This design comes from an exercise in tuning for small area and a short achievable clock period on the open sky130 flow, not from production work. Only simulation tests tie the RTL to the original design; equivalence was not proved. Power is estimated from default activity; no workload was simulated.

==> flow/design.v <==
module ram_2port_bist #(
    parameter int DATA_W = 8,
    parameter int ADDR_W = 8,
    parameter int RD_LAT = 1
) (
    input  logic              clk,
    input  logic              rst_n,
    input  logic              start,
    input  logic [1:0]        mode,
    input  logic              err_inj,
    output logic              busy,
    output logic              done,
    output logic              pass,
    output logic [ADDR_W:0]   err_cnt,
    output logic [ADDR_W-1:0] first_err_addr,
    input  logic              wr_en,
    input  logic [ADDR_W-1:0] wr_addr,
    input  logic [DATA_W-1:0] wr_data,
    input  logic [ADDR_W-1:0] rd_addr,
    output logic [DATA_W-1:0] rd_data
);
    localparam int DEPTH = 2 ** ADDR_W;
    typedef enum logic [2:0] {
        S_IDLE,
        S_WRITE,
        S_READ,
        S_FLUSH,
        S_DONE
    } state_t;
    state_t              state;
    state_t              state_nxt;
    logic                busy_q;
    logic                busy_nxt;
    logic [7:0]          addr;
    logic [1:0]          mode_q;
    logic                inj_q;
    logic                accept;
    logic                wren;
    logic                rden;
    logic                addr_last;
    logic                flush_end;
    logic [7:0]          wdata;
    logic [7:0]          exp_now;
    logic [7:0]          mem [DEPTH];
    logic [7:0]          q;
    logic                vld_d;
    logic [7:0]          exp_d;
    logic [7:0]          addr_d;
    logic                mismatch;
    function automatic logic [7:0] pattern(input logic [1:0] m, input logic [7:0] a);
        case (m)
            2'd0:    pattern = a;
            2'd1:    pattern = ~a;
            2'd2:    pattern = a[0] ? 8'haa : 8'h55;
            default: pattern = a[0] ? 8'h00 : 8'hff;
        endcase
    endfunction
    assign addr_last = (addr == 8'hff);
    assign flush_end = (state == S_FLUSH);
    always_comb begin
        state_nxt = state;
        accept    = 1'b0;
        wren      = 1'b0;
        rden      = 1'b0;
        case (state)
            S_IDLE, S_DONE: begin
                if (start) begin
                    accept    = 1'b1;
                    state_nxt = S_WRITE;
                end
            end
            S_WRITE: begin
                wren = 1'b1;
                if (addr_last) begin
                    state_nxt = S_READ;
                end
            end
            S_READ: begin
                rden = 1'b1;
                if (addr_last) begin
                    state_nxt = S_FLUSH;
                end
            end
            S_FLUSH: begin
                state_nxt = S_DONE;
            end
            default: state_nxt = S_IDLE;
        endcase
    end
    assign busy_nxt = (state_nxt == S_WRITE) || (state_nxt == S_READ) || (state_nxt == S_FLUSH);
    assign busy     = busy_q;
    logic [7:0] addr_nxt;
    always_comb begin
        addr_nxt = addr;
        if (accept) begin
            addr_nxt = '0;
        end else if (wren || rden) begin
            addr_nxt = addr + 1'b1;
        end
    end
    logic idle_q;
    always_ff @(posedge clk or negedge rst_n) begin
        if (!rst_n) begin
            state  <= S_IDLE;
            busy_q <= 1'b0;
            idle_q <= 1'b1;
            addr   <= '0;
            mode_q <= '0;
            inj_q  <= 1'b0;
        end else begin
            state  <= state_nxt;
            busy_q <= busy_nxt;
            idle_q <= !busy_nxt;
            addr   <= addr_nxt;
            if (accept) begin
                mode_q <= mode;
                inj_q  <= err_inj;
            end
        end
    end
    logic [15:0] bhi_n, blo_n, bwlo_n;
    logic [3:0]  bp [4];    
    logic        busy_i;
    assign busy_i = !idle_q;
    for (genvar k = 0; k < 4; k++) begin : g_bpre
        ram_2port_bist_nor2  u_0 (.a(addr[2*k+1]), .b(addr[2*k]), .y(bp[k][0]));
        ram_2port_bist_andn  u_1 (.a(addr[2*k+1]), .b(addr[2*k]), .y(bp[k][1]));
        ram_2port_bist_andn  u_2 (.a(addr[2*k]), .b(addr[2*k+1]), .y(bp[k][2]));
        ram_2port_bist_and2  u_3 (.a(addr[2*k+1]), .b(addr[2*k]), .y(bp[k][3]));
    end
    for (genvar i = 0; i < 16; i++) begin : g_bdec
        ram_2port_bist_nand3 u_h  (.a(busy_i), .b(bp[3][i/4]), .c(bp[2][i%4]), .y(bhi_n[i]));
        ram_2port_bist_nand3 u_l  (.a(busy_i), .b(bp[1][i/4]), .c(bp[0][i%4]), .y(blo_n[i]));
        ram_2port_bist_nand3 u_wl (.a(wren),   .b(bp[1][i/4]), .c(bp[0][i%4]), .y(bwlo_n[i]));
    end
    assign exp_now = pattern(mode_q, addr);
    assign wdata   = exp_now ^ {7'b0, inj_q && (addr == 8'h00)};
    logic       mem_we;
    logic [7:0] mem_waddr;
    logic [7:0] mem_wdata;
    assign mem_we    = wr_en || wren;
    assign mem_waddr = wr_en ? wr_addr : addr;
    assign mem_wdata = wr_en ? wr_data : wdata;
    logic [15:0]      whi_n, wlo_n;
    logic [DEPTH-1:0] we;
    logic [3:0]       wp [4];    
    for (genvar k = 0; k < 4; k++) begin : g_wpre
        ram_2port_bist_nor2  u_0 (.a(wr_addr[2*k+1]), .b(wr_addr[2*k]), .y(wp[k][0]));
        ram_2port_bist_andn  u_1 (.a(wr_addr[2*k+1]), .b(wr_addr[2*k]), .y(wp[k][1]));
        ram_2port_bist_andn  u_2 (.a(wr_addr[2*k]), .b(wr_addr[2*k+1]), .y(wp[k][2]));
        ram_2port_bist_and2  u_3 (.a(wr_addr[2*k+1]), .b(wr_addr[2*k]), .y(wp[k][3]));
    end
    for (genvar i = 0; i < 16; i++) begin : g_wdec
        logic hi_p_n, lo_p_n;
        ram_2port_bist_nand3 u_hp (.a(wr_en), .b(wp[3][i/4]), .c(wp[2][i%4]), .y(hi_p_n));
        ram_2port_bist_nand3 u_lp (.a(wr_en), .b(wp[1][i/4]), .c(wp[0][i%4]), .y(lo_p_n));
        ram_2port_bist_o21a  u_h  (.a1(wr_en), .a2(bhi_n[i]),  .b1(hi_p_n), .y(whi_n[i]));
        ram_2port_bist_o21a  u_l  (.a1(wr_en), .a2(bwlo_n[i]), .b1(lo_p_n), .y(wlo_n[i]));
    end
    for (genvar w = 0; w < DEPTH; w++) begin : g_we
        ram_2port_bist_nor2 u_we (.a(whi_n[w/16]), .b(wlo_n[w%16]), .y(we[w]));
    end
    always_ff @(posedge clk) begin
        for (int i = 0; i < DEPTH; i++) begin
            if (we[i]) begin
                mem[i] <= mem_wdata;
            end
        end
    end
    logic [15:0]      hi, lo;
    logic [DEPTH-1:0] rsel_n;
    logic [7:0]       rword;
    logic [3:0]       rp [4];    
    for (genvar k = 0; k < 4; k++) begin : g_rpre
        ram_2port_bist_nor2  u_0 (.a(rd_addr[2*k+1]), .b(rd_addr[2*k]), .y(rp[k][0]));
        ram_2port_bist_andn  u_1 (.a(rd_addr[2*k+1]), .b(rd_addr[2*k]), .y(rp[k][1]));
        ram_2port_bist_andn  u_2 (.a(rd_addr[2*k]), .b(rd_addr[2*k+1]), .y(rp[k][2]));
        ram_2port_bist_and2  u_3 (.a(rd_addr[2*k+1]), .b(rd_addr[2*k]), .y(rp[k][3]));
    end
    for (genvar i = 0; i < 16; i++) begin : g_rdec
        logic hi_p_n, lo_p_n;
        ram_2port_bist_nand3 u_hp (.a(idle_q), .b(rp[3][i/4]), .c(rp[2][i%4]), .y(hi_p_n));
        ram_2port_bist_nand3 u_lp (.a(idle_q), .b(rp[1][i/4]), .c(rp[0][i%4]), .y(lo_p_n));
        ram_2port_bist_nand2 u_h  (.a(hi_p_n), .b(bhi_n[i]), .y(hi[i]));
        ram_2port_bist_nand2 u_l  (.a(lo_p_n), .b(blo_n[i]), .y(lo[i]));
    end
    for (genvar w = 0; w < DEPTH; w++) begin : g_rsel
        ram_2port_bist_nand2 u_sel (.a(hi[w/16]), .b(lo[w%16]), .y(rsel_n[w]));
    end
    for (genvar b = 0; b < 8; b++) begin : g_rbit
        logic [DEPTH-1:0] col;
        for (genvar w = 0; w < DEPTH; w++) begin : g_col
            assign col[w] = mem[w][b];
        end
        ram_2port_bist_sel256 u_sel (.sel_n(rsel_n), .d(col), .y(rword[b]));
    end
    always_ff @(posedge clk) begin
        if (mem_we && (mem_waddr == (idle_q ? rd_addr : addr))) begin
            q <= mem_wdata;
        end else begin
            q <= rword;
        end
    end
    assign rd_data = q;
    always_ff @(posedge clk or negedge rst_n) begin
        if (!rst_n) begin
            vld_d  <= 1'b0;
            exp_d  <= '0;
            addr_d <= '0;
        end else begin
            vld_d  <= rden;
            exp_d  <= exp_now;
            addr_d <= addr;
        end
    end
    assign mismatch = vld_d && (q != exp_d);
    always_ff @(posedge clk or negedge rst_n) begin
        if (!rst_n) begin
            err_cnt        <= '0;
            first_err_addr <= '0;
            done           <= 1'b0;
            pass           <= 1'b0;
        end else begin
            if (accept) begin
                err_cnt        <= '0;
                first_err_addr <= '0;
            end else if (mismatch) begin
                err_cnt <= err_cnt + 1'b1;
                if (err_cnt == '0) begin
                    first_err_addr <= addr_d;
                end
            end
            done <= flush_end;
            if (flush_end) begin
                pass <= (err_cnt == '0) && !mismatch;
            end
        end
    end
endmodule
module ram_2port_bist_sel256 (
    input  logic [255:0] sel_n,
    input  logic [255:0] d,
    output logic         y
);
    logic [127:0] l1;     
    logic [63:0]  l2_n;   
    logic [15:0]  l3;     
    logic [7:0]   l4_n;   
    logic [1:0]   l5;     
    for (genvar k = 0; k < 128; k++) begin : g_l1
        ram_2port_bist_o22ai u (
            .a1(sel_n[2*k]),   .a2(d[2*k]),
            .b1(sel_n[2*k+1]), .b2(d[2*k+1]),
            .y(l1[k]));
    end
    for (genvar k = 0; k < 64; k++) begin : g_l2
        ram_2port_bist_nor2 u (.a(l1[2*k]), .b(l1[2*k+1]), .y(l2_n[k]));
    end
    for (genvar k = 0; k < 16; k++) begin : g_l3
        ram_2port_bist_nand4 u (.a(l2_n[4*k]), .b(l2_n[4*k+1]), .c(l2_n[4*k+2]), .d(l2_n[4*k+3]), .y(l3[k]));
    end
    for (genvar k = 0; k < 8; k++) begin : g_l4
        ram_2port_bist_nor2 u (.a(l3[2*k]), .b(l3[2*k+1]), .y(l4_n[k]));
    end
    for (genvar k = 0; k < 2; k++) begin : g_l5
        ram_2port_bist_nand4 u (.a(l4_n[4*k]), .b(l4_n[4*k+1]), .c(l4_n[4*k+2]), .d(l4_n[4*k+3]), .y(l5[k]));
    end
    ram_2port_bist_nor2 u_l6 (.a(l5[0]), .b(l5[1]), .y(y));
endmodule
module ram_2port_bist_o22ai (
    input  logic a1, a2, b1, b2,
    output logic y
);
    assign y = !((a1 || a2) && (b1 || b2));
endmodule
module ram_2port_bist_nand2 (
    input  logic a, b,
    output logic y
);
    assign y = !(a && b);
endmodule
module ram_2port_bist_nand3 (
    input  logic a, b, c,
    output logic y
);
    assign y = !(a && b && c);
endmodule
module ram_2port_bist_and2 (
    input  logic a, b,
    output logic y
);
    assign y = a && b;
endmodule
module ram_2port_bist_o21a (
    input  logic a1, a2, b1,
    output logic y
);
    assign y = (a1 || a2) && b1;
endmodule
module ram_2port_bist_andn (
    input  logic a, b,
    output logic y
);
    assign y = !a && b;
endmodule
module ram_2port_bist_nand4 (
    input  logic a, b, c, d,
    output logic y
);
    assign y = !(a && b && c && d);
endmodule
module ram_2port_bist_nor2 (
    input  logic a, b,
    output logic y
);
    assign y = !(a || b);
endmodule
==> flow/flow/run.sh <==
#!/bin/bash
# The standard layout, except that the port buffers are made from a plain
# buffer cell (buf_4) rather than the cell buffer_ports picks on its own.
# make's full output goes to flow.log here; each ORFS step also keeps its
# own log under orfs/logs/.
set -euo pipefail
export BUFFER_PORTS_ARGS="-buffer_cell sky130_fd_sc_hd__buf_4"
bash standard.sh finish > flow.log 2>&1
==> flow/standard.sh <==
#!/bin/bash
# synth_recipe.tcl (not shown) runs the flow's synth.tcl, then flattens the netlist and writes it again
# the make line also repeats each setting of config.mk as NAME=value (left out here)
make -C /OpenROAD-flow-scripts/flow DESIGN_CONFIG=/design/flow/config.mk WORK_HOME=/design/flow/orfs CLKGATE_MAP_FILE= SYNTH_SCRIPT=/design/flow/synth_recipe.tcl "${@:-finish}"
==> flow/config.mk <==
export PLATFORM = sky130hd
export DESIGN_NAME = ram_2port_bist
export DESIGN_NICKNAME = ram_2port_bist
export VERILOG_FILES = /design/flow/design.v
export SDC_FILE = /design/flow/constraint.sdc
export NUM_CORES = 4
export LEC_CHECK = 0
export CAP_MARGIN = 20
export CORE_MARGIN = 2
export CORE_UTILIZATION = 40
export CTS_BUF_LIST = sky130_fd_sc_hd__clkbuf_8
export CTS_CLUSTER_DIAMETER = 50
export CTS_CLUSTER_SIZE = 12
export SETUP_SLACK_MARGIN = 3.6
export SLEW_MARGIN = 20
export SYNTH_HIERARCHICAL = 1
export SYNTH_MINIMUM_KEEP_SIZE = 0
==> flow/constraint.sdc <==
create_clock -name core_clock -period 6.5 [get_ports {clk}]
set_input_delay 1.3000 -clock core_clock [delete_from_list [all_inputs] [get_ports {clk}]]
set_output_delay 1.3000 -clock core_clock [all_outputs]
set_load 0.01 [all_outputs]
==> run summary <==
run status timing/DRC/antenna clean; largest area contributor in the netlist edfxtp_1; wire length per cell a little over 30 µm; VDD IR max between 0.3 and 0.4 mV; H-tree Lvls 4; share of post-route cells with drive strength above 1 roughly 20%; Die Wd roughly 440 µm; worst path arrival time around 4.5 ns; top sig layer met4; Hold WC Path Type in -> async; Reg-to-Reg Start idle_q$_DFF_PN1_; setup violators final 0; total power roughly 33 mW; global-route wire length before repair about 340,000 µm; fill cell count approximately 16,000; routed length on met1 between 90,000 and 100,000 µm; DRC 0; GPL Wtd Cong a little over 0.9; post-synth top area share between 70% and 80%; cts bufs inserted about 210; leak pwr around 28 nW; die area about 200,000 µm²; 1st-iter DRT viols 7,816; drt via density approximately 6.1; synthesized flop and latch total 2,108; met3 wire length 28,270 µm; CTS tree done; RSZ-0062 raised after global routing yes; initial antenna violation count 19; CTS Root Cell clkbuf_8; drt first pass iters 6; clock skew around 0.07 ns; Max Cap Viol 0; Compound-Gate Fraction of Synth Area 8.994%; final setup TNS 0 ns; Top FF cell, synth edfxtp_1; Hold Fails Final Rpt 0; top cells by area, synth edfxtp_1 79%, o22ai_1 8.3%, nor2_1 4.3%; internal reg-to-reg setup slack 2.85 ns; largest family of logic cells by synthesized area compound AO/OA/AOI/OAI gates; Post-synth EDFFs a little over 2,000; commonest non-fill, non-tap cell in the layout edfxtp_1; Starting Density 40.21%; Worst Tran Pin Value ~1.3 ns; Synth Net Count between 4,000 and 5,000; vias in the first global route 45,822; post-route insts no fill 7,867; mux share of post-synthesis cell area less than 1%; # IOs 59; post-route minimum period 3.645 ns; CP Launch Point idle_q$_DFF_PN1_; CP Capture Type register; I/O Buffers 58; yosys warns 12; placed cell count 7,458; max-slew violations 0; Slew Limit Headroom ~14%; XOR/XNOR Fraction of Synth Area 0.4415%; nets@finish approximately 5,300; Mapped Cells just under 5,000; maximum buffer depth of the clock tree 3; fmax 274.3 MHz; type of origin of the critical path register; Post-DRT Antenna Nets 0; clk sinks about 2,100; pin count of the biggest net entering global routing 93; vias ~48,000; PD cells about 370 nW/µm²; Post-DP HPWL around 140,000 µm; Worst-path clk slew 0.08 ns; Routed met2 length around 110,000 µm; Synth-to-Final Area Change 14.79%; Seq/Total Area, Yosys 81.38%; r2r endpoint q[5]$_DFF_P_; Async S/R FF share, synth roughly 2.5%; Avg Cell Area, Syn 16.06 µm²; most frequent cells in the layout 2,048 x edfxtp_1, 1,027 x o22ai_1, 660 x nor2_1, 207 x clkbuf_8, 203 x nor2_2; final wirelength approximately 250,000 µm; Setup crit end q[5]$_DFF_P_; Required @ worst endpoint between 7 and 8 ns; die height 443.8 µm; CTS Hold Bufs 0; Cell variety after synth 51; Core Area 192,400 µm²; Reg2Reg Depth 13; adder-cell share of the synthesized area less than 1%; Mapped Area between 70,000 and 80,000 µm²; gr usage total between 20% and 30%; total gr overflow 0; period utilization 56.08%; simple-gate portion of the synthesized area 8.522%; row cnt between 150 and 200; WS Path Type reg -> reg; Worst Path Max Fanout 10; clock latency (worst-skew pair) approximately 0.97 ns
[per-stage QoR]
step | setup slack, ns | cell area (µm²) | utilization (%) | hold WS (ns)
CTS | 3.010 | 87950 | 45.72 | 0.3431
global route | 2.843 | 88800 | 46.16 | 0.3962
finish | 2.855 | 88800 | 46.16 | 0.3973
floorplan | 3.395 | 77390 | - | 0.4614
detailed placement | 1.393 | 81730 | 42.48 | 0.4766
global placement | 1.359 | 81730 | 42.48 | 0.4681
[sequential cells by signal, summed over array words and instances, names as in the netlist]
name	count
pass	1
vld_d	1
first_err_addr	8
mode_q	2
state	3
q	8
addr	8
addr_d	8
inj_q	1
idle_q	1
busy_q	1
err_cnt	9
exp_d	8
mem	2048
done	1
[modules after synthesis (local to each module, per instance), excerpt]
module                area, µm²  times used  cells  flip-flops and latches
ram_2port_bist            64570           1   2330                    2108
ram_2port_bist_andn       13.76          24      1                       0
ram_2port_bist_nand3      5.005         112      1                       0
ram_2port_bist_nand4      6.256         144      1                       0
ram_2port_bist_nor2       3.754         852      1                       0
ram_2port_bist_o21a       7.507          32      1                       0
ram_2port_bist_o22ai      6.256        1024      1                       0
[routing by layer]
layer	vias up	GRT usage, %
met3	518	5.261
li1	20276	-
met1	24316	33.35
met5	-	0
met2	3081	37.14
met4	0	10.29
[kinds of logic (layout without fill, tap and decap cells)]
logic type	after synthesis	in the layout
flops	2108	2108
other cells	0	11
mux	30	41
buf+inv	22	515
compound gates	1098	1098
simple gates	1517	1525
fa+ha+maj	4	4
xor+xnor	39	39
[power by group]
group | leakage, nW | total (mW) | internal (mW) | switching [mW]
Clock | 1.89 | 7.54 | 3.07 | 4.47
Combinational | 6.51 | 7.30 | 1.42 | 5.88
Sequential | 19.1 | 17.8 | 17.5 | 0.277
[final cells by class]
type | count | area (µm²) | share of cell area (%)
flip-flops and latches | 2108 | 63000 | 70.95
repair buffers | 217 | 2091 | 2.354
clock buffers | 207 | 2849 | 3.208
diodes | 11 | 27.53 | 0.03100
clock inverters | 83 | 568.0 | 0.6397
multi-input cells | 2707 | 17070 | 19.22
inverters | 8 | 37.54 | 0.04227
well taps | 2526 | 3161 | 3.559
[critical path: stages, from the launching register on]
cell and delay (ns):
dfstp_2 0.64, clkinvlp_4 0.19, buf_12 0.18, buf_4 0.15
nand3_4 0.18, nand2_8 0.18, nand2_4 0.16, o22ai_1 0.12
nor2_2 0.17, nand4_1 0.35, nor2_1 0.19, nand4_1 0.64
nor2_1 0.28, mux2_4 0.16
[Yosys cell counts (2+ instances only)]
library cell / number
a2111oi_0: 3
a2111oi_1: 2
a211oi_1: 2
a21oi_1: 7
a22o_1: 3
a22o_2: 2
and2_1: 12
and3_1: 4
buf_2: 3
buf_6: 2
clkbuf_1: 8
dfrtp_1: 51
dfxtp_1: 8
edfxtp_1: 2048
ha_1: 4
inv_1: 8
mux2_2: 11
mux2_4: 8
mux2i_1: 11
nand2_1: 298
nand2b_1: 3
nand3_1: 114
nand4_1: 153
nor2_1: 889
nor2_2: 2
nor2b_4: 24
nor3b_1: 3
nor4_1: 4
o21a_1: 37
o21ai_0: 3
o22a_1: 5
o22ai_1: 1029
or3_1: 2
xnor2_1: 9
xor2_1: 30
[worst min-delay path by stage]
stage                     cells after the start                            end  slack [ns]                start
after floorplan                               2  first_err_addr[0]$_DFFE_PN0P_        0.46  addr_d[0]$_DFF_PN0_
after global placement                        2  first_err_addr[5]$_DFFE_PN0P_        0.47  addr_d[5]$_DFF_PN0_
after detailed placement                      2  first_err_addr[5]$_DFFE_PN0P_        0.48  addr_d[5]$_DFF_PN0_
after CTS                                     1         err_cnt[5]$_DFFE_PN0P_        0.34                rst_n
after global routing                          1         err_cnt[7]$_DFFE_PN0P_        0.40                rst_n
final                                         1         err_cnt[5]$_DFFE_PN0P_        0.40                rst_n
[what timing repair did]
| action | 4_1_cts | 5_1_grt |
|---|---|---|
| gates resized for setup | 498 | 194 |
| pin swaps | 73 | 39 |
| cloned | 17 | 3 |
| setup buffers | 76 | 12 |
| endpoints found under the setup margin | 3056 | 1309 |

-- static timing again, ports no longer ideal --
No port has a modelled driver above. Below, the same layout with a new extraction and two added sets of constraints. Step 1 (the two cells are an assumption about what drives the block):
set clk [get_ports {clk}]
set_driving_cell -lib_cell sky130_fd_sc_hd__clkbuf_16 $clk
set_driving_cell -lib_cell sky130_fd_sc_hd__buf_2 [delete_from_list [all_inputs] $clk]
Step 2 times the ports against the registers' clock, not the clock port: input delays grow and output delays shrink by t, the midpoint of the rising clock arrivals with the driver on. a / b / c = ideal ports / drivers / drivers and shift; a / b = the first two.
t (ns): 1.023
setup WS [ns]: 2.855 / 2.855 / 2.040
worst register clock-pin slew, ns: 0.09 / 0.09
worst data-port slew with drivers (ns): 0.21
After both steps this run still meets setup and hold. The setup slack of this run moves by 0.000 ns with the drivers and by -0.815 ns with both steps.
